Background: an optimization exercise with open tools, aiming at small area and a short achievable clock period. Do not read the settings as production practice.
Function was checked by simulation only, so behaviour that the tests miss may differ from the original.
Power and IR drop assume default switching activity.

==> flow/design.v (outline; a module is shown in full before it is edited, if it fits) <==
// module csa_fa: 10 lines
// module csa_ha: 9 lines
// module filter_tap_loader: 20 lines
// module horizontal_filter: 583 lines
// module row_result_store: 31 lines
// module vertical_filter: 235 lines
// module conv_top: 53 lines
module conv_top (
	input  logic    clk,
	input  logic    rst_n,
	input  logic    filter_valid,
	input  logic    image_valid,
	input  conv_pkg::sample_t in_data,
	output logic    out_valid,
	output conv_pkg::result_t out_data
);
  // ...
==> flow/run.sh <==
#!/bin/bash
# synth_recipe.tcl (not shown) runs the flow's synth.tcl, then flattens the netlist and writes it again
# the make line also repeats each setting of config.mk as NAME=value (left out here)
make -C /OpenROAD-flow-scripts/flow DESIGN_CONFIG=/design/flow/config.mk WORK_HOME=/design/flow/orfs CLKGATE_MAP_FILE= SYNTH_SCRIPT=/design/flow/synth_recipe.tcl finish
==> flow/config.mk <==
export PLATFORM = sky130hd
export DESIGN_NAME = conv_top
export DESIGN_NICKNAME = conv_top
export VERILOG_FILES = /design/flow/design.v
export SDC_FILE = /design/flow/constraint.sdc
export NUM_CORES = 4
export LEC_CHECK = 0
export ABC_CLOCK_PERIOD_IN_PS = 2300
export CAP_MARGIN = 20
export CORE_MARGIN = 2
export CORE_UTILIZATION = 40
export SETUP_SLACK_MARGIN = 2.2
export SLEW_MARGIN = 20
export SYNTH_HIERARCHICAL = 1
==> flow/constraint.sdc <==
create_clock -name core_clock -period 4.5 [get_ports {clk}]
set_input_delay 0.9000 -clock core_clock [delete_from_list [all_inputs] [get_ports {clk}]]
set_output_delay 0.9000 -clock core_clock [all_outputs]
set_load 0.01 [all_outputs]
==> impl_metrics.env, run 1 <==
export IMPL_clock_skew_ns=0.0418
export IMPL_crit_path_top_delay_cell="fa_2"
export IMPL_outcome="complete, no violations"
export IMPL_maxCapViolations=0
export IMPL_p_sw_mw=5.91
export IMPL_drc=0
export IMPL_cts_max_path_buffers=3
export IMPL_reg2reg_slack_ns=2.09
export IMPL_met3_usage=0.0282
export IMPL_grt_overflow=0
export IMPL_port_buffers=24
export IMPL_final_cell_mix="215 x dfxtp_1, 168 x edfxtp_1, 159 x and2_1"
export IMPL_syn_cell_area_um2=17400
export IMPL_drive_gt1_frac=0.213
export IMPL_top_regs="u_row_result_store.dl: 128 flops, u_horizontal_filter.rt_s0: 69 flops"
export IMPL_cpPeakStageDelay_ns=0.58
export IMPL_p_clk_frac=0.222
export IMPL_min_from="u_horizontal_filter.rt_s0[66]$_DFF_P_"
export IMPL_syn_nets=1387
export IMPL_route_detailed_vias_per_inst=4.48
export IMPL_instances_no_fill=1827
export IMPL_yosys_warnings=12
export IMPL_hold_buffers=0
export IMPL_period_share=0.536
export IMPL_synth_simple_area_share=0.0996
==> run 2: changes to the inputs <==
--- a/flow/config.mk
+++ b/flow/config.mk
@@ -11,2 +11,4 @@
 export CORE_UTILIZATION = 40
+export CTS_BUF_LIST = sky130_fd_sc_hd__clkbuf_4 sky130_fd_sc_hd__clkbuf_8
+export CTS_CLUSTER_SIZE = 30
 export SETUP_SLACK_MARGIN = 2.2
==> impl_metrics.env, run 2 <==
export IMPL_grt_overflow=0
export IMPL_avgSynthCellArea_um2=15.7
export IMPL_power_frac_seq=0.347
export IMPL_gp_congestion=0.816
export IMPL_reg2reg_from="u_filter_tap_loader.sr[26]$_DFFE_PP_"
export IMPL_synthToLayoutAreaGrowth_pct=17.7
export IMPL_antennaDiodeCount=0
export IMPL_cpPeakStageDelay_ns=0.58
export IMPL_path_class="reg -> reg"
export IMPL_cts_max_level=3
export IMPL_synth_ff_type="dfxtp_1"
export IMPL_synth_edf_count=168
export IMPL_critPathArrivalTime_ns=2.85
export IMPL_min_period_ns=2.36
export IMPL_path_clk_slew_ns=0.06
export IMPL_async_reset_ff_frac=0.0304
export IMPL_antenna_found_initial=0
export IMPL_clock_sinks=395
export IMPL_drive_gt1_frac=0.233
export IMPL_rsz0062_at_grt="true"
export IMPL_dpl_hpwl_mm=22.0
export IMPL_crit_required_ns=4.99
export IMPL_synth_cell_types=45
export IMPL_ys_seq_area_frac=0.556
export IMPL_firstDrtPassIters=4
export IMPL_comb_power_share=0.451
export IMPL_instances_no_fill=1871
export IMPL_ios=25
export IMPL_irDropWorstVdd_mv=0.330
export IMPL_insertion_delay_ns=0.63
export IMPL_dp_cells=1692
export IMPL_placed_area_um2=18200
export IMPL_final_setup_tns_ns=0
export IMPL_drv_slew=0
export IMPL_max_freq_ghz=0.425
export IMPL_clock_skew_ns=0.0302
export IMPL_maxCapViolations=0
export IMPL_crit_path_top_delay_cell="fa_1"
export IMPL_min_from="u_vertical_filter.ct_s0[21]$_DFF_P_"
export IMPL_p_sw_mw=5.95
export IMPL_first_global_vias=9316
export IMPL_die_area_um2=45100
export IMPL_yosysTopAreaCellShare=0.291
export IMPL_synth_area_leaders="edfxtp_1 29%, fa_1 27%, dfxtp_1 25%"
export IMPL_critPathMaxFanout=4
export IMPL_reg2reg_slack_ns=2.14
export IMPL_switching_share=0.361
export IMPL_top_register="u_row_result_store.dl"
export IMPL_initial_core_util=0.404
export IMPL_internal_power_mw=10.5
export IMPL_die_x_um=212
export IMPL_vias=8293
export IMPL_holdPathStages=0
export IMPL_drc=0
export IMPL_yosys_warnings=12
export IMPL_ff_latch_area_um2=9650
export IMPL_clock_root_buffer="clkbuf_8"
export IMPL_coreArea_um2=43000
export IMPL_endpoint_kind="flop"
export IMPL_multi_input_area_um2=7760
export IMPL_routedWlPerCell_um=16.8
export IMPL_period_share=0.523
export IMPL_route_detailed_vias_per_inst=4.43
export IMPL_ant_nets=0
export IMPL_cts_max_path_buffers=3
export IMPL_hold_viol_final=0
export IMPL_setup_viol=0
export IMPL_rows=76
export IMPL_start_kind="flop"
export IMPL_slew_headroom=0.337
export IMPL_post_route_util=0.475
export IMPL_fin_nets=1512
export IMPL_cts_tree="done"
export IMPL_cts_buffers=68
export IMPL_p_clk_frac=0.202
export IMPL_postRouteWirelength_mm=31.4
export IMPL_num_fill_cells=3785
export IMPL_worstMarginPinSlew_ns=0.994
export IMPL_fin_area_um2=20400
export IMPL_power_density_nw_per_um2=807
export IMPL_grt_first_pass_wirelength_mm=50.7
export IMPL_power_leakage_nw=7.99
export IMPL_ys_ff_latch=395
export IMPL_layout_commonest_cell="dfxtp_1"
export IMPL_grt_start_max_net_pins=71
export IMPL_final_cell_mix="215 x dfxtp_1, 168 x edfxtp_1, 167 x and2_1"
export IMPL_drt_iter0_drc=404
export IMPL_gr_usage_all_layers=0.149
export IMPL_yosys_area_top_type="edfxtp_1"
export IMPL_largest_reg_flops=128
export IMPL_synthTopCellsByCount="234 x fa_1, 215 x dfxtp_1, 190 x and2_1, 168 x edfxtp_1, 100 x nand2_1"
export IMPL_die_y_um=212
export IMPL_min_to="u_vertical_filter.ct_s1[9]$_DFF_P_"
export IMPL_syn_cell_area_um2=17400
export IMPL_synthCells=1108
export IMPL_crit_chain="buf_4, and2_1, fa_1, fa_2, fa_1"
export IMPL_port_buffers=24
export IMPL_top_regs="u_row_result_store.dl: 128 flops, u_horizontal_filter.rt_s0: 69 flops"
export IMPL_synth_most_common_cell="fa_1"
export IMPL_reg2reg_to="u_horizontal_filter.rt_s0[14]$_DFF_P_"
export IMPL_syn_nets=1387
export IMPL_rr_worst_depth=5
export IMPL_hold_path_class="reg -> reg"
export IMPL_critical_path_most_common_cell="fa_1"
export IMPL_outcome="complete, no violations"
## run 2: cell counts after synthesis
No cell type changed its count.
## run 2: kinds of logic (layout without fill, tap and decap cells)
kind of cell,Yosys count,count (layout),share of synthesized area
AND/OR/NAND/NOR,318,318,0.0996
multiplexers,3,3,0.00180
buffers and inverters,59,237,0.0173
adder cells (fa/ha/maj),271,271,0.297
flip-flops,395,395,0.556
AO/OA/AOI/OAI,40,40,0.0177
XOR/XNOR,22,22,0.0111
## run 2: cell type report
class / count / share of cell area
sequential: 395 / 0.472
multi-input combinational: 654 / 0.380
clock buffer: 97 / 0.0602
timing repair buffer: 81 / 0.0360
tap: 585 / 0.0358
clock inverter: 26 / 0.00986
inverter: 33 / 0.00606
## run 2: how the worst max path moves through the flow
| stage | startpoint | end |
|---|---|---|
| floorplan | in_data[1] | u_vertical_filter.ct_s0[9]$_DFF_P_ |
| global placement | in_data[2] | u_vertical_filter.ct_s0[9]$_DFF_P_ |
| detailed placement | in_data[2] | u_vertical_filter.ct_s0[9]$_DFF_P_ |
| CTS | u_filter_tap_loader.sr[21]$_DFFE_PP_ | u_horizontal_filter.rt_s0[14]$_DFF_P_ |
| global route | u_filter_tap_loader.sr[32]$_DFFE_PP_ | u_horizontal_filter.rt_s0[14]$_DFF_P_ |
| finish | u_filter_tap_loader.sr[26]$_DFFE_PP_ | u_horizontal_filter.rt_s0[14]$_DFF_P_ |
## run 2: modules after synthesis, one instance, submodules excluded
module / flip-flops and latches / times used
horizontal_filter: 156 / 1
row_result_store: 134 / 1
vertical_filter: 59 / 1
filter_tap_loader: 40 / 1
conv_top: 6 / 1
csa_fa: 0 / 232
csa_ha: 0 / 8
## run 2: metal layers
metal / track usage / wire, um / vias to the layer above
met1: 0.193 / 14100 / 4232
met2: 0.244 / 15200 / 132
met3: 0.0355 / 1260 / 63
li1: - / - / 3866
met4: 0.0557 / 801 / 0
met5: 0 / 0 / -
## run 2: power by group through the flow
stage	logic (mW)	registers, mW	clock network (mW)
6_report	7.42	5.72	3.34
5_1_grt	8.64	5.84	3.62
4_1_cts	7.19	5.73	3.47
3_5_place_dp	7.07	5.83	0
3_3_place_gp	6.91	5.81	0
2_1_floorplan	5.01	5.61	0
## run 2: critical path, delay by kind of cell, from the launching register on
kind / cells / cell delay, ns
AND/OR/NAND/NOR: 1 / 0.15
buffers and inverters: 1 / 0.17
adder cells (fa/ha/maj): 3 / 1.52
flip-flops: 1 / 0.39
## run 2: through the flow
| step | power (mW) | setup WS, ns | hold slack (ns) |
|---|---|---|---|
| floorplan | 10.6 | 1.87 | 0.310 |
| global placement | 12.7 | 1.28 | 0.312 |
| detailed placement | 12.9 | 1.26 | 0.314 |
| CTS | 16.4 | 2.10 | 0.313 |
| global route | 18.1 | 2.09 | 0.334 |
| finish | 16.5 | 2.14 | 0.319 |
## run 2: repair_timing
action | in CTS | in global routing
pin swaps | 16 | 70
hold buffers | 0 | 0
buffers inserted | 38 | 18
setup endpoints to repair | 87 | 58
resized for setup | 44 | 99
==> run 3: changes to the inputs <==
--- a/flow/config.mk
+++ b/flow/config.mk
@@ -11,4 +11,5 @@
 export CORE_UTILIZATION = 40
-export CTS_BUF_LIST = sky130_fd_sc_hd__clkbuf_4 sky130_fd_sc_hd__clkbuf_8
-export CTS_CLUSTER_SIZE = 30
+export CTS_BUF_LIST = sky130_fd_sc_hd__clkbuf_8 sky130_fd_sc_hd__clkbuf_16
+export CTS_CLUSTER_DIAMETER = 200
+export CTS_CLUSTER_SIZE = 20
 export SETUP_SLACK_MARGIN = 2.2
==> impl_metrics.env, run 3 <==
export IMPL_port_buffers=24
export IMPL_yosys_area_top_type="edfxtp_1"
export IMPL_route_detailed_vias_per_inst=4.51
export IMPL_irDropWorstVdd_mv=0.350
export IMPL_die_x_um=212
export IMPL_cts_max_path_buffers=3
export IMPL_worstMarginPinSlew_ns=0.978
export IMPL_vias=8028
export IMPL_drive_gt1_frac=0.167
export IMPL_fin_ws_ns=2.11
export IMPL_num_fill_cells=3842
export IMPL_rows=76
export IMPL_rr_worst_depth=4
export IMPL_reg2reg_to="u_vertical_filter.ct_s0[9]$_DFF_P_"
export IMPL_p_clk_frac=0.139
export IMPL_synth_area_leaders="edfxtp_1 29%, fa_1 27%, dfxtp_1 25%"
export IMPL_reg2reg_slack_ns=2.11
export IMPL_start_kind="flop"
export IMPL_gr_usage_all_layers=0.142
export IMPL_drc=0
export IMPL_period_share=0.532
export IMPL_synthTopCellsByCount="234 x fa_1, 215 x dfxtp_1, 190 x and2_1, 168 x edfxtp_1, 100 x nand2_1"
export IMPL_coreArea_um2=43000
export IMPL_syn_nets=1387
export IMPL_yosys_warnings=12
export IMPL_grt_start_max_net_pins=71
export IMPL_synth_edf_count=168
export IMPL_dp_cells=1692
export IMPL_synth_ff_type="dfxtp_1"
export IMPL_cts_max_level=1
export IMPL_use_met2=0.240
export IMPL_top_regs="u_row_result_store.dl: 128 flops, u_horizontal_filter.rt_s0: 69 flops"
export IMPL_insertion_delay_ns=0.57
export IMPL_instances_no_fill=1780
export IMPL_antennaDiodeCount=0
export IMPL_switching_share=0.369
export IMPL_ys_ff_latch=395
export IMPL_met3_usage=0.0208
export IMPL_endpoint_kind="flop"
export IMPL_setup_viol=0
export IMPL_crit_required_ns=5.02
export IMPL_outcome="complete, no violations"
export IMPL_clock_root_buffer="clkbuf_16"
export IMPL_grt_first_pass_wirelength_mm=49.0
export IMPL_min_from="u_vertical_filter.ct_s0[2]$_DFF_P_"
export IMPL_ys_seq_area_frac=0.556
export IMPL_min_to="u_vertical_filter.ct_s1[2]$_DFF_P_"
export IMPL_yosysTopAreaCellShare=0.291
export IMPL_hold_slack_ns=0.330
export IMPL_initial_core_util=0.404
export IMPL_reg2reg_from="u_row_result_store.dl[125]$_DFFE_PP_"
export IMPL_clock_skew_ns=0.0246
export IMPL_ant_nets=0
export IMPL_holdPathStages=0
export IMPL_multi_input_area_um2=7700
export IMPL_hold_viol_final=0
export IMPL_power_frac_seq=0.380
export IMPL_die_area_um2=45100
export IMPL_p_sw_mw=5.54
export IMPL_maxCapViolations=0
export IMPL_avgSynthCellArea_um2=15.7
export IMPL_final_setup_tns_ns=0
export IMPL_critPathMaxFanout=4
export IMPL_drt_iter0_drc=451
export IMPL_slew_headroom=0.348
export IMPL_post_route_util=0.455
export IMPL_synth_cell_types=45
export IMPL_critPathArrivalTime_ns=2.91
export IMPL_rsz0062_at_grt="true"
export IMPL_hold_path_class="reg -> reg"
export IMPL_die_y_um=212
export IMPL_power_leakage_nw=7.60
export IMPL_place_ws_ns=1.26
export IMPL_synth_most_common_cell="fa_1"
export IMPL_ff_latch_area_um2=9650
export IMPL_synthCells=1108
export IMPL_path_class="reg -> reg"
export IMPL_routedWlPerCell_um=17.1
export IMPL_final_cell_mix="215 x dfxtp_1, 168 x edfxtp_1, 165 x and2_1"
export IMPL_gp_congestion=0.816
export IMPL_internal_power_mw=9.49
export IMPL_synthToLayoutAreaGrowth_pct=12.7
export IMPL_busiest_layer="met2"
export IMPL_ios=25
export IMPL_grt_overflow=0
export IMPL_postRouteWirelength_mm=30.5
export IMPL_firstDrtPassIters=4
export IMPL_first_global_vias=8793
export IMPL_cts_buffers=23
export IMPL_min_period_ns=2.39
export IMPL_drv_slew=0
export IMPL_top_register="u_row_result_store.dl"
export IMPL_power_density_nw_per_um2=769
export IMPL_cts_tree="done"
export IMPL_max_freq_ghz=0.418
export IMPL_fin_nets=1462
export IMPL_syn_cell_area_um2=17400
export IMPL_largest_reg_flops=128
export IMPL_path_clk_slew_ns=0.09
export IMPL_antenna_found_initial=0
export IMPL_met1_usage=0.195
export IMPL_dpl_hpwl_mm=22.0
export IMPL_comb_power_share=0.481
export IMPL_clock_sinks=395
export IMPL_async_reset_ff_frac=0.0304
export IMPL_layout_commonest_cell="dfxtp_1"
## run 3: cell counts after synthesis
Identical to the previous run, type by type.
## run 3: modules after synthesis (local to each module, per instance)
module | cells inside | cell area, um^2 | times used | flops+latches
horizontal_filter | 464 | 5020 | 1 | 156
row_result_store | 167 | 4250 | 1 | 134
vertical_filter | 191 | 1990 | 1 | 59
filter_tap_loader | 40 | 1200 | 1 | 40
conv_top | 6 | 150 | 1 | 6
csa_fa | 1 | 20.0 | 232 | 0
csa_ha | 1 | 12.5 | 8 | 0
## run 3: worst max path at each step
stage | slack [ns] | from | cells after the start | endpoint
after CTS | 2.11 | u_row_result_store.dl[124]$_DFFE_PP_ | 5 | u_vertical_filter.ct_s0[9]$_DFF_P_
after detailed placement | 1.26 | in_data[2] | 5 | u_vertical_filter.ct_s0[9]$_DFF_P_
after global placement | 1.28 | in_data[2] | 5 | u_vertical_filter.ct_s0[9]$_DFF_P_
after floorplan | 1.87 | in_data[1] | 5 | u_vertical_filter.ct_s0[9]$_DFF_P_
final | 2.11 | u_row_result_store.dl[125]$_DFFE_PP_ | 4 | u_vertical_filter.ct_s0[9]$_DFF_P_
after global routing | 2.07 | u_filter_tap_loader.sr[28]$_DFFE_PP_ | 5 | u_horizontal_filter.rt_s0[27]$_DFF_P_
## run 3: repair_timing
action | 4_1_cts | 5_1_grt
setup buffers | 40 | 10
setup endpoints to repair | 95 | 53
pin swaps | 48 | 69
cloned | 0 | 1
hold buffers | 0 | 0
resized for setup | 66 | 73
## run 3: power groups by stage
| stage | sequential (mW) | combinational (mW) | clock (mW) |
|---|---|---|---|
| final | 5.71 | 7.24 | 2.09 |
| after global routing | 5.83 | 8.47 | 2.31 |
| after CTS | 5.71 | 7.23 | 2.18 |
| after detailed placement | 5.83 | 7.07 | 0 |
| after global placement | 5.81 | 6.91 | 0 |
| after floorplan | 5.61 | 5.01 | 0 |
## run 3: logic make-up (layout without fill, tap and decap cells)
kind of cell / after synthesis / after routing / share of synthesized area
DFF: 395 / 395 / 0.556
buffers and inverters: 59 / 146 / 0.0173
and+or+nand+nor: 318 / 318 / 0.0996
adders and majority gates: 271 / 271 / 0.297
AOI/OAI and AO/OA: 40 / 40 / 0.0177
xor gates and xnor gates: 22 / 22 / 0.0111
muxes: 3 / 3 / 0.00180
## run 3: metal layers
layer  share of wire  vias up
met3           0.032       29
li1                -     3730
met4           0.017        0
met5               0        -
met1            0.46     4169
met2            0.49      100
## run 3: metrics by stage
stage | cell area [um^2] | power (mW)
floorplan | 17400 | 10.6
CTS | 19300 | 15.1
finish | 19600 | 15.0
global placement | 18200 | 12.7
global route | 19600 | 16.6
detailed placement | 18200 | 12.9
## run 3: critical path: stages (launching register included)
cell and delay [ns]:
edfxtp_1 0.51, and2_4 0.22, fa_2 0.62, fa_2 0.46, fa_2 0.52
## run 3: area by class of cell
type	instances	share of cell area
Sequential cell	395	0.494
Multi-Input combinational cell	654	0.394
Tap cell	585	0.0374
Timing Repair Buffer	76	0.0358
Clock buffer	23	0.0294
Inverter	33	0.00634
Clock inverter	14	0.00365
==> run 4: changes to the inputs <==
--- a/flow/config.mk
+++ b/flow/config.mk
@@ -10,6 +10,6 @@
 export CORE_MARGIN = 2
-export CORE_UTILIZATION = 40
-export CTS_BUF_LIST = sky130_fd_sc_hd__clkbuf_8 sky130_fd_sc_hd__clkbuf_16
-export CTS_CLUSTER_DIAMETER = 200
-export CTS_CLUSTER_SIZE = 20
+export CORE_UTILIZATION = 65
+export CTS_BUF_LIST = sky130_fd_sc_hd__clkbuf_16
+export CTS_CLUSTER_DIAMETER = 150
+export CTS_CLUSTER_SIZE = 25
 export SETUP_SLACK_MARGIN = 2.2
==> impl_metrics.env, run 4 <==
export IMPL_clock_sinks=395
export IMPL_rr_worst_depth=5
export IMPL_vias=8186
export IMPL_drc=0
export IMPL_hold_viol_final=0
export IMPL_grt_first_pass_wirelength_mm=48.3
export IMPL_cts_buffers=19
export IMPL_power_density_nw_per_um2=776
export IMPL_layout_commonest_cell="dfxtp_1"
export IMPL_grt_start_max_net_pins=73
export IMPL_synth_most_common_cell="fa_1"
export IMPL_cts_tree="done"
export IMPL_hold_buffers=0
export IMPL_maxCapViolations=0
export IMPL_synth_edf_count=168
export IMPL_final_setup_tns_ns=0
export IMPL_drive_gt1_frac=0.179
export IMPL_gr_usage_all_layers=0.230
export IMPL_reg2reg_to="u_horizontal_filter.rt_s0[48]$_DFF_P_"
export IMPL_synth_area_leaders="edfxtp_1 29%, fa_1 27%, dfxtp_1 25%"
export IMPL_rsz0062_at_grt="true"
export IMPL_grt_overflow=0
export IMPL_route_detailed_vias_per_inst=5.33
export IMPL_dpl_hpwl_mm=22.2
export IMPL_synthTopCellsByCount="234 x fa_1, 215 x dfxtp_1, 190 x and2_1, 168 x edfxtp_1, 100 x nand2_1"
export IMPL_antennaDiodeCount=0
export IMPL_hold_path_class="reg -> reg"
export IMPL_path_clk_slew_ns=0.10
export IMPL_yosys_warnings=12
export IMPL_slew_headroom=0.382
export IMPL_coreArea_um2=26100
export IMPL_reg2reg_slack_ns=2.08
export IMPL_synth_cell_types=45
export IMPL_worstMarginPinSlew_ns=0.927
export IMPL_min_to="u_vertical_filter.ct_s1[0]$_DFF_P_"
export IMPL_gp_congestion=0.851
export IMPL_firstDrtPassIters=15
export IMPL_clock_root_buffer="clkbuf_16"
export IMPL_fin_nets=1470
export IMPL_die_area_um2=28000
export IMPL_cts_max_path_buffers=3
export IMPL_drt_iter0_drc=419
export IMPL_start_kind="flop"
export IMPL_holdPathStages=0
export IMPL_syn_nets=1387
export IMPL_min_period_ns=2.42
export IMPL_yosysTopAreaCellShare=0.291
export IMPL_final_cell_mix="215 x dfxtp_1, 168 x edfxtp_1, 161 x and2_1, 161 x fa_1, 95 x nand2_1"
export IMPL_critPathArrivalTime_ns=2.81
export IMPL_clock_skew_ns=0.0273
export IMPL_power_leakage_nw=7.68
export IMPL_crit_required_ns=4.90
export IMPL_syn_cell_area_um2=17400
export IMPL_ys_ff_latch=395
export IMPL_num_fill_cells=1701
export IMPL_post_route_util=0.736
export IMPL_ios=25
export IMPL_max_freq_ghz=0.414
export IMPL_initial_core_util=0.664
export IMPL_endpoint_kind="flop"
export IMPL_largest_reg_flops=128
export IMPL_first_global_vias=8993
export IMPL_critPathMaxFanout=6
export IMPL_min_from="u_vertical_filter.ct_s0[0]$_DFF_P_"
export IMPL_outcome="complete, no violations"
export IMPL_async_reset_ff_frac=0.0304
export IMPL_reg2reg_from="u_filter_tap_loader.sr[26]$_DFFE_PP_"
export IMPL_setup_viol=0
export IMPL_synthCells=1108
export IMPL_irDropWorstVdd_mv=0.452
export IMPL_die_x_um=167
export IMPL_period_share=0.537
export IMPL_yosys_area_top_type="edfxtp_1"
export IMPL_path_class="reg -> reg"
export IMPL_routedWlPerCell_um=19.9
export IMPL_drv_slew=0
export IMPL_insertion_delay_ns=0.54
export IMPL_die_y_um=167
export IMPL_avgSynthCellArea_um2=15.7
export IMPL_port_buffers=24
export IMPL_ant_nets=0
export IMPL_postRouteWirelength_mm=30.6
export IMPL_rows=59
export IMPL_synth_ff_type="dfxtp_1"
export IMPL_antenna_found_initial=0
export IMPL_synthToLayoutAreaGrowth_pct=10.8
export IMPL_cts_max_level=1
export IMPL_multi_input_area_um2=7720
export IMPL_top_register="u_row_result_store.dl"
export IMPL_ys_seq_area_frac=0.556
export IMPL_top_regs="u_row_result_store.dl: 128 flops, u_horizontal_filter.rt_s0: 69 flops"
export IMPL_ff_latch_area_um2=9650
## run 4: cell counts after synthesis
Identical to the previous run, type by type.
## run 4: per-stage QoR
| stage | std cells | hold slack, ns | power, mW | setup slack, ns | cell area [um^2] |
|---|---|---|---|---|---|
| floorplan | 1108 | 0.310 | 10.6 | 1.87 | 17400 |
| global placement | 1444 | 0.309 | 12.5 | 1.28 | 17900 |
| CTS | 1530 | 0.330 | 14.9 | 2.12 | 19000 |
| detailed placement | 1444 | 0.312 | 12.8 | 1.23 | 17900 |
| finish | 1537 | 0.332 | 14.9 | 2.08 | 19200 |
| global route | 1537 | 0.338 | 16.4 | 2.05 | 19200 |
## run 4: how the worst max path moves through the flow
stage,start,endpoint,slack [ns],depth (start not counted)
3_3_place_gp,in_data[2],u_vertical_filter.ct_s0[9]$_DFF_P_,1.28,5
6_report,u_filter_tap_loader.sr[26]$_DFFE_PP_,u_horizontal_filter.rt_s0[48]$_DFF_P_,2.08,5
5_1_grt,u_filter_tap_loader.sr[26]$_DFFE_PP_,u_horizontal_filter.rt_s0[48]$_DFF_P_,2.05,5
3_5_place_dp,in_data[2],u_vertical_filter.ct_s0[9]$_DFF_P_,1.23,5
4_1_cts,u_filter_tap_loader.sr[30]$_DFFE_PP_,u_horizontal_filter.rt_s0[14]$_DFF_P_,2.12,5
2_1_floorplan,in_data[1],u_vertical_filter.ct_s0[9]$_DFF_P_,1.87,5
## run 4: area by class of cell
class | count | share of cell area
Sequential cell | 395 | 0.502
Clock inverter | 13 | 0.00293
Multi-Input combinational cell | 654 | 0.402
Inverter | 33 | 0.00644
Tap cell | 335 | 0.0218
Timing Repair Buffer | 88 | 0.0405
Clock buffer | 19 | 0.0247
## run 4: report_power, final
part / internal (mW) / switching, mW / total (mW)
clock network: 0.781 / 1.06 / 1.84
registers: 5.05 / 0.656 / 5.70
logic: 3.59 / 3.79 / 7.38
total: 9.42 / 5.51 / 14.9
## run 4: worst max-delay path: stages (launching register included)
cell      delay [ns]
edfxtp_1        0.42
buf_4           0.18
and2_1          0.14
fa_1            0.49
fa_2            0.62
fa_2            0.43
## run 4: cell families after synthesis
group                      count (synthesis)  share of synthesized area
and+or+nand+nor                          318                     0.0996
muxes                                      3                    0.00180
adders and majority gates                271                      0.297
AOI/OAI and AO/OA                         40                     0.0177
DFF                                      395                      0.556
xor gates and xnor gates                  22                     0.0111
buffers and inverters                     59                     0.0173
## run 4: repair_timing
item                                    4_1_cts  5_1_grt
setup buffers                                54        7
pin swaps                                    36       52
hold endpoints to repair                      0        0
endpoints found under the setup margin       76       74
gates resized for setup                      58       92
## run 4: routing by layer
| metal | vias to the layer above | part of all wire | global-route usage |
|---|---|---|---|
| li1 | 3743 | - | - |
| met5 | - | 0 | 0 |
| met3 | 47 | 0.031 | 0.0258 |
| met2 | 154 | 0.53 | 0.416 |
| met1 | 4242 | 0.42 | 0.297 |
| met4 | 0 | 0.028 | 0.0718 |
## run 4: per-module statistics from Yosys, one instance, submodules excluded
| module | cell area, um^2 | flip-flops and latches | copies in the design | cells |
|---|---|---|---|---|
| conv_top | 150 | 6 | 1 | 6 |
| row_result_store | 4250 | 134 | 1 | 167 |
| csa_fa | 20.0 | 0 | 232 | 1 |
| horizontal_filter | 5020 | 156 | 1 | 464 |
| filter_tap_loader | 1200 | 40 | 1 | 40 |
| csa_ha | 12.5 | 0 | 8 | 1 |
| vertical_filter | 1990 | 59 | 1 | 191 |
==> run 5: changes to the inputs <==
--- a/flow/config.mk
+++ b/flow/config.mk
@@ -10,3 +10,3 @@
 export CORE_MARGIN = 2
-export CORE_UTILIZATION = 65
+export CORE_UTILIZATION = 40
 export CTS_BUF_LIST = sky130_fd_sc_hd__clkbuf_16
==> impl_metrics.env, run 5 <==
export IMPL_worstMarginPinSlew_ns=0.988
export IMPL_grt_start_max_net_pins=71
export IMPL_final_setup_tns_ns=0
export IMPL_firstDrtPassIters=4
export IMPL_critPathCapture="u_vertical_filter.ct_s0[9]$_DFF_P_"
export IMPL_synthToLayoutAreaGrowth_pct=12.4
export IMPL_irDropWorstVdd_mv=0.320
export IMPL_reg2reg_to="u_vertical_filter.ct_s0[9]$_DFF_P_"
export IMPL_antenna_found_initial=0
export IMPL_clock_skew_ns=0.0132
export IMPL_antennaDiodeCount=0
export IMPL_clock_sinks=395
export IMPL_first_global_vias=8819
export IMPL_syn_cell_area_um2=17400
export IMPL_fin_ws_ns=2.11
export IMPL_rows=76
export IMPL_fin_area_um2=19500
export IMPL_largest_reg_flops=128
export IMPL_routedWlPerCell_um=17.0
export IMPL_synthTopCellsByCount="234 x fa_1, 215 x dfxtp_1, 190 x and2_1, 168 x edfxtp_1, 100 x nand2_1"
export IMPL_rsz0062_at_grt="true"
export IMPL_grt_overflow=0
export IMPL_power_density_nw_per_um2=762
export IMPL_synth_edf_count=168
export IMPL_dpl_hpwl_mm=22.0
export IMPL_route_detailed_vias_per_inst=4.52
export IMPL_outcome="complete, no violations"
export IMPL_reg2reg_from="u_row_result_store.dl[125]$_DFFE_PP_"
export IMPL_synth_cell_types=45
export IMPL_hold_path_class="reg -> reg"
export IMPL_cts_tree="done"
export IMPL_place_ws_ns=1.26
export IMPL_synth_most_common_cell="fa_1"
export IMPL_synth_ff_type="dfxtp_1"
export IMPL_vias=8009
export IMPL_drc=0
export IMPL_final_cell_mix="215 x dfxtp_1, 168 x edfxtp_1, 160 x and2_1"
export IMPL_die_y_um=212
export IMPL_die_area_um2=45100
export IMPL_rr_worst_depth=4
export IMPL_syn_nets=1387
export IMPL_top_register="u_row_result_store.dl"
export IMPL_ios=25
export IMPL_power_leakage_nw=7.56
export IMPL_yosys_warnings=12
export IMPL_period_share=0.530
export IMPL_gr_usage_all_layers=0.141
export IMPL_die_x_um=212
export IMPL_cp_startpoint="u_row_result_store.dl[125]$_DFFE_PP_"
export IMPL_fin_nets=1457
export IMPL_ys_seq_area_frac=0.556
export IMPL_initial_core_util=0.404
export IMPL_coreArea_um2=43000
export IMPL_critPathArrivalTime_ns=2.88
export IMPL_slew_headroom=0.341
export IMPL_avgSynthCellArea_um2=15.7
export IMPL_critPathMaxFanout=4
export IMPL_port_buffers=24
export IMPL_insertion_delay_ns=0.55
export IMPL_maxCapViolations=0
export IMPL_layout_commonest_cell="dfxtp_1"
export IMPL_min_period_ns=2.39
export IMPL_ys_ff_latch=395
export IMPL_yosys_area_top_type="edfxtp_1"
export IMPL_ant_nets=0
export IMPL_hold_viol_final=0
export IMPL_synthCells=1108
export IMPL_grt_first_pass_wirelength_mm=48.8
export IMPL_crit_required_ns=4.99
export IMPL_yosysTopAreaCellShare=0.291
export IMPL_synth_area_leaders="edfxtp_1 29%, fa_1 27%, dfxtp_1 25%"
export IMPL_drive_gt1_frac=0.179
export IMPL_drv_slew=0
export IMPL_cts_max_path_buffers=3
export IMPL_path_class="reg -> reg"
export IMPL_drt_iter0_drc=440
export IMPL_placed_area_um2=18200
export IMPL_top_regs="u_row_result_store.dl: 128 flops, u_horizontal_filter.rt_s0: 69 flops"
export IMPL_cts_buffers=19
export IMPL_gp_congestion=0.816
export IMPL_async_reset_ff_frac=0.0304
export IMPL_cts_max_level=1
export IMPL_endpoint_kind="flop"
export IMPL_clock_root_buffer="clkbuf_16"
export IMPL_instances_no_fill=1773
export IMPL_start_kind="flop"
export IMPL_reg2reg_slack_ns=2.11
export IMPL_dp_cells=1692
export IMPL_setup_viol=0
export IMPL_max_freq_ghz=0.419
export IMPL_postRouteWirelength_mm=30.2
export IMPL_path_clk_slew_ns=0.10
## run 5: metal layers
| metal | up-vias | global-route usage | share of wire | routed length, um |
|---|---|---|---|---|
| met2 | 86 | 0.243 | 0.49 | 14900 |
| met3 | 34 | 0.0196 | 0.032 | 963 |
| met1 | 4168 | 0.191 | 0.46 | 13800 |
| met5 | - | 0 | 0 | 0 |
| li1 | 3721 | - | - | - |
| met4 | 0 | 0.0340 | 0.018 | 554 |
## run 5: metrics by stage
stage,power [mW],util,hold slack (ns)
after floorplan,10.6,-,0.310
after global placement,12.7,0.424,0.312
after detailed placement,12.9,0.424,0.314
after CTS,14.9,0.447,0.338
after global routing,16.5,0.454,0.343
final,14.9,0.454,0.336
## run 5: cell type report
cell class                      instances  area [um^2]
Fill cell                            3832        23500
Sequential cell                       395         9650
Multi-Input combinational cell        654         7740
Tap cell                              585          732
Timing Repair Buffer                   75          731
Clock buffer                           19          475
Inverter                               33          124
Clock inverter                         12         52.6
## run 5: worst min path at each step
stage / slack, ns / depth (start not counted) / endpoint / startpoint
final: 0.34 / 0 / u_horizontal_filter.rt_s1[27]$_DFF_P_ / u_horizontal_filter.rt_s0[66]$_DFF_P_
after global routing: 0.34 / 0 / u_horizontal_filter.rt_s1[27]$_DFF_P_ / u_horizontal_filter.rt_s0[66]$_DFF_P_
after CTS: 0.34 / 0 / u_vertical_filter.ct_s1[1]$_DFF_P_ / u_vertical_filter.ct_s0[1]$_DFF_P_
after detailed placement: 0.31 / 0 / u_vertical_filter.ct_s1[2]$_DFF_P_ / u_vertical_filter.ct_s0[2]$_DFF_P_
after global placement: 0.31 / 0 / u_vertical_filter.cs[0]$_DFF_P_ / u_vertical_filter.ct_s1[0]$_DFF_P_
after floorplan: 0.31 / 0 / u_horizontal_filter.out_data[0]$_DFF_P_ / u_horizontal_filter.rt_s1[0]$_DFF_P_
## run 5: power breakdown
group	internal [mW]	total [mW]	switching, mW
clock	0.780	1.87	1.09
sequential	5.05	5.71	0.662
combinational	3.55	7.29	3.74
total	9.38	14.9	5.49
## run 5: kinds of logic (layout without fill, tap and decap cells)
logic type	after synthesis	count (layout)	synth area share
AOI/OAI and AO/OA	40	40	0.0177
buffers and inverters	59	139	0.0173
adders and majority gates	271	271	0.297
and+or+nand+nor	318	318	0.0996
DFF	395	395	0.556
xor gates and xnor gates	22	22	0.0111
muxes	3	3	0.00180
## run 5: timing repair
item / 4_1_cts / 5_1_grt
setup buffers: 40 / 10
gates resized for setup: 70 / 93
hold buffers: 0 / 0
pin swaps: 44 / 77
endpoints found under the setup margin: 93 / 54
## run 5: per-module statistics from Yosys, one instance, submodules excluded
module / cell area [um^2] / times used / cells inside / flops+latches
vertical_filter: 1990 / 1 / 191 / 59
conv_top: 150 / 1 / 6 / 6
csa_ha: 12.5 / 8 / 1 / 0
row_result_store: 4250 / 1 / 167 / 134
filter_tap_loader: 1200 / 1 / 40 / 40
horizontal_filter: 5020 / 1 / 464 / 156
csa_fa: 20.0 / 232 / 1 / 0
## run 5: worst max-delay path: stages (launching register included)
cell	delay [ns]
edfxtp_1	0.51
and2_4	0.22
fa_2	0.62
fa_2	0.46
fa_2	0.52
==> run 6: changes to the inputs <==
--- a/flow/config.mk
+++ b/flow/config.mk
@@ -7,3 +7,3 @@
 export LEC_CHECK = 0
-export ABC_CLOCK_PERIOD_IN_PS = 2300
+export ABC_CLOCK_PERIOD_IN_PS = 2000
 export CAP_MARGIN = 20
@@ -14,3 +14,3 @@
 export CTS_CLUSTER_SIZE = 25
-export SETUP_SLACK_MARGIN = 2.2
+export SETUP_SLACK_MARGIN = 2.5
 export SLEW_MARGIN = 20
==> impl_metrics.env, run 6 <==
export IMPL_synthCells=1108
export IMPL_hold_viol_final=0
export IMPL_yosys_area_top_type="edfxtp_1"
export IMPL_slew_headroom=0.378
export IMPL_route_detailed_vias_per_inst=4.48
export IMPL_place_ws_ns=1.29
export IMPL_synth_edf_count=168
export IMPL_final_cell_mix="212 x dfxtp_1, 168 x edfxtp_1, 161 x fa_2"
export IMPL_gr_usage_all_layers=0.140
export IMPL_ys_seq_area_frac=0.556
export IMPL_synth_ff_type="dfxtp_1"
export IMPL_critPathArrivalTime_ns=2.86
export IMPL_initial_core_util=0.404
export IMPL_power_density_nw_per_um2=783
export IMPL_grt_overflow=0
export IMPL_ant_nets=0
export IMPL_grt_first_pass_wirelength_mm=48.8
export IMPL_yosys_warnings=12
export IMPL_drt_iter0_drc=305
export IMPL_final_setup_tns_ns=0
export IMPL_busiest_layer="met2"
export IMPL_synth_most_common_cell="fa_1"
export IMPL_synthTopCellsByCount="234 x fa_1, 215 x dfxtp_1, 190 x and2_1, 168 x edfxtp_1, 100 x nand2_1"
export IMPL_max_freq_ghz=0.420
export IMPL_syn_cell_area_um2=17400
export IMPL_crit_chain="buf_12, and2_4, fa_2, fa_2, fa_2"
export IMPL_clock_skew_ns=0.0153
export IMPL_dp_cells=1692
export IMPL_instances_no_fill=1786
export IMPL_synth_cell_types=45
export IMPL_first_global_vias=8887
export IMPL_synth_area_leaders="edfxtp_1 29%, fa_1 27%, dfxtp_1 25%"
export IMPL_fin_ws_ns=2.12
export IMPL_coreArea_um2=43000
export IMPL_syn_nets=1387
export IMPL_crit_required_ns=4.97
export IMPL_antenna_found_initial=0
export IMPL_cts_max_path_buffers=3
export IMPL_num_fill_cells=3765
export IMPL_clock_sinks=395
export IMPL_rsz0062_at_grt="true"
export IMPL_drv_slew=0
export IMPL_gp_congestion=0.826
export IMPL_fin_nets=1470
export IMPL_cpPeakStageDelay_ns=0.57
export IMPL_crit_path_top_delay_cell="fa_2"
export IMPL_async_reset_ff_frac=0.0304
export IMPL_antennaDiodeCount=0
export IMPL_yosysTopAreaCellShare=0.291
export IMPL_start_kind="flop"
export IMPL_hold_path_class="reg -> reg"
export IMPL_die_x_um=212
export IMPL_clock_root_buffer="clkbuf_16"
export IMPL_cts_max_level=1
export IMPL_rows=76
export IMPL_routedWlPerCell_um=16.9
export IMPL_vias=7995
export IMPL_synthToLayoutAreaGrowth_pct=15.5
export IMPL_irDropWorstVdd_mv=0.311
export IMPL_critical_path_most_common_cell="fa_2"
export IMPL_port_buffers=24
export IMPL_insertion_delay_ns=0.53
export IMPL_die_y_um=212
export IMPL_hold_buffers=0
export IMPL_critPathMaxFanout=10
export IMPL_ys_ff_latch=395
export IMPL_path_class="reg -> reg"
export IMPL_use_met2=0.243
export IMPL_cts_buffers=19
export IMPL_path_clk_slew_ns=0.10
export IMPL_grt_start_max_net_pins=74
export IMPL_top_regs="u_row_result_store.dl: 128 flops, u_horizontal_filter.rt_s0: 69 flops"
export IMPL_top_register="u_row_result_store.dl"
export IMPL_firstDrtPassIters=7
export IMPL_worstMarginPinSlew_ns=0.933
export IMPL_ios=25
export IMPL_maxCapViolations=0
export IMPL_cts_tree="done"
export IMPL_avgSynthCellArea_um2=15.7
export IMPL_layout_commonest_cell="dfxtp_1"
export IMPL_largest_reg_flops=128
export IMPL_outcome="complete, no violations"
export IMPL_postRouteWirelength_mm=30.2
export IMPL_post_route_util=0.467
export IMPL_met1_usage=0.190
export IMPL_drive_gt1_frac=0.336
export IMPL_setup_viol=0
export IMPL_met3_usage=0.0198
export IMPL_period_share=0.529
export IMPL_dpl_hpwl_mm=22.3
export IMPL_power_leakage_nw=7.66
export IMPL_drc=0
export IMPL_die_area_um2=45100
export IMPL_endpoint_kind="flop"
export IMPL_min_period_ns=2.38
run 6: per-module statistics from Yosys (local to each module, per instance):
module             cells  times used  flip-flops and latches  area (um^2)
horizontal_filter    464           1                     156         5020
row_result_store     167           1                     134         4250
vertical_filter      191           1                      59         1990
filter_tap_loader     40           1                      40         1200
conv_top               6           1                       6          150
csa_fa                 1         232                       0         20.0
csa_ha                 1           8                       0         12.5
run 6: per-stage QoR:
stage | total power [mW] | hold slack [ns] | area, um^2
finish | 15.7 | 0.334 | 20100
global route | 17.3 | 0.343 | 20100
CTS | 15.7 | 0.335 | 19900
detailed placement | 13.4 | 0.312 | 18600
global placement | 13.3 | 0.312 | 18600
floorplan | 11.1 | 0.310 | 17900
run 6: cells by family (layout without fill, tap and decap cells):
| logic type | count (synthesis) | after routing | share of synthesized area |
|---|---|---|---|
| buffers and inverters | 59 | 152 | 0.0173 |
| muxes | 3 | 3 | 0.00180 |
| and+or+nand+nor | 318 | 318 | 0.0996 |
| xor gates and xnor gates | 22 | 22 | 0.0111 |
| adders and majority gates | 271 | 271 | 0.297 |
| DFF | 395 | 395 | 0.556 |
| AOI/OAI and AO/OA | 40 | 40 | 0.0177 |
run 6: worst max-delay path, delay by kind of cell, from the launching register on:
family	cells	cell delay, ns
buf+inv	1	0.17
fa+ha+maj	3	1.58
flops	1	0.43
simple gates	1	0.16
run 6: power breakdown:
group | switching, mW | internal [mW]
clock | 1.08 | 0.779
sequential | 0.676 | 5.05
combinational | 4.03 | 4.08
run 6: per-layer routing:
metal  vias to the layer above  part of all wire
li1                       3747                 -
met1                      4132              0.46
met2                        85              0.50
met3                        31             0.029
met4                         0             0.018
met5                         -                 0
run 6: area by class of cell:
| class | count | area [um^2] | area share |
|---|---|---|---|
| Sequential cell | 395 | 9650 | 0.481 |
| Clock buffer | 19 | 475 | 0.0237 |
| Multi-Input combinational cell | 654 | 8240 | 0.411 |
| Inverter | 33 | 124 | 0.00618 |
| Timing Repair Buffer | 88 | 774 | 0.0386 |
| Clock inverter | 12 | 52.6 | 0.00262 |
| Tap cell | 585 | 732 | 0.0365 |
run 6: final timing paths:
| check | endpoint | from | slack [ns] | cells after the start |
|---|---|---|---|---|
| worst max-delay path | u_horizontal_filter.rt_s0[9]$_DFF_P_ | u_filter_tap_loader.sr[38]$_DFFE_PP_ | 2.12 | 5 |
| worst min-delay path | u_vertical_filter.ct_s1[0]$_DFF_P_ | u_vertical_filter.ct_s0[0]$_DFF_P_ | 0.33 | 0 |
| worst max register to register | u_horizontal_filter.rt_s0[9]$_DFF_P_ | u_filter_tap_loader.sr[38]$_DFFE_PP_ | 2.12 | 5 |
| worst min register to register | u_vertical_filter.ct_s1[0]$_DFF_P_ | u_vertical_filter.ct_s0[0]$_DFF_P_ | 0.33 | 0 |
| max in group asynchronous | u_row_result_store.pix_pos[5]$_DFFE_PN0P_ | rst_n | 3.39 | 1 |
| min in group asynchronous | res_pipe[5]$_DFF_PN0_ | rst_n | 0.73 | 1 |
run 6: what timing repair did:
action,in CTS,in global routing
cloned,0,0
endpoints found under the hold margin,0,0
buffers inserted,46,17
resized for setup,155,47
pin swaps,68,44
setup endpoints to repair,104,97

-- static timing again, ports no longer ideal --
The flow's constraints put no driver on any port. The routed layouts listed below were extracted and timed again, unchanged, in two steps. Step 1 (the two cells are an assumption about what drives the block):
set clk [get_ports {clk}]
set_driving_cell -lib_cell sky130_fd_sc_hd__clkbuf_16 $clk
set_driving_cell -lib_cell sky130_fd_sc_hd__buf_2 [delete_from_list [all_inputs] $clk]
Step 2, shift: input delay + t, output delay - t, t = (earliest + latest rising clock arrival at the registers) / 2. This alone moves slack from input paths to output paths. a / b / c = ideal / step 1 / step 2; a / b = the first two.
| run | shift t [ns] | setup slack, ns | worst register clock-pin slew, ns |
|---|---|---|---|
| run 1 | 0.629 | 2.088 / 2.088 / 1.712 | 0.06 / 0.06 |
| run 2 | 0.656 | 2.144 / 2.144 / 1.600 | 0.07 / 0.07 |
| run 3 | 0.610 | 2.108 / 2.108 / 1.555 | 0.09 / 0.09 |
| run 4 | 0.571 | 2.083 / 2.083 / 1.650 | 0.10 / 0.10 |
| run 5 | 0.589 | 2.113 / 2.113 / 1.661 | 0.10 / 0.10 |
| run 6 | 0.575 | 2.118 / 2.118 / 1.669 | 0.11 / 0.11 |
After both steps setup and hold are still met in every run listed. The setup slack of run 3, which loses most, moves by 0.000 ns with the drivers and by -0.553 ns with both steps.
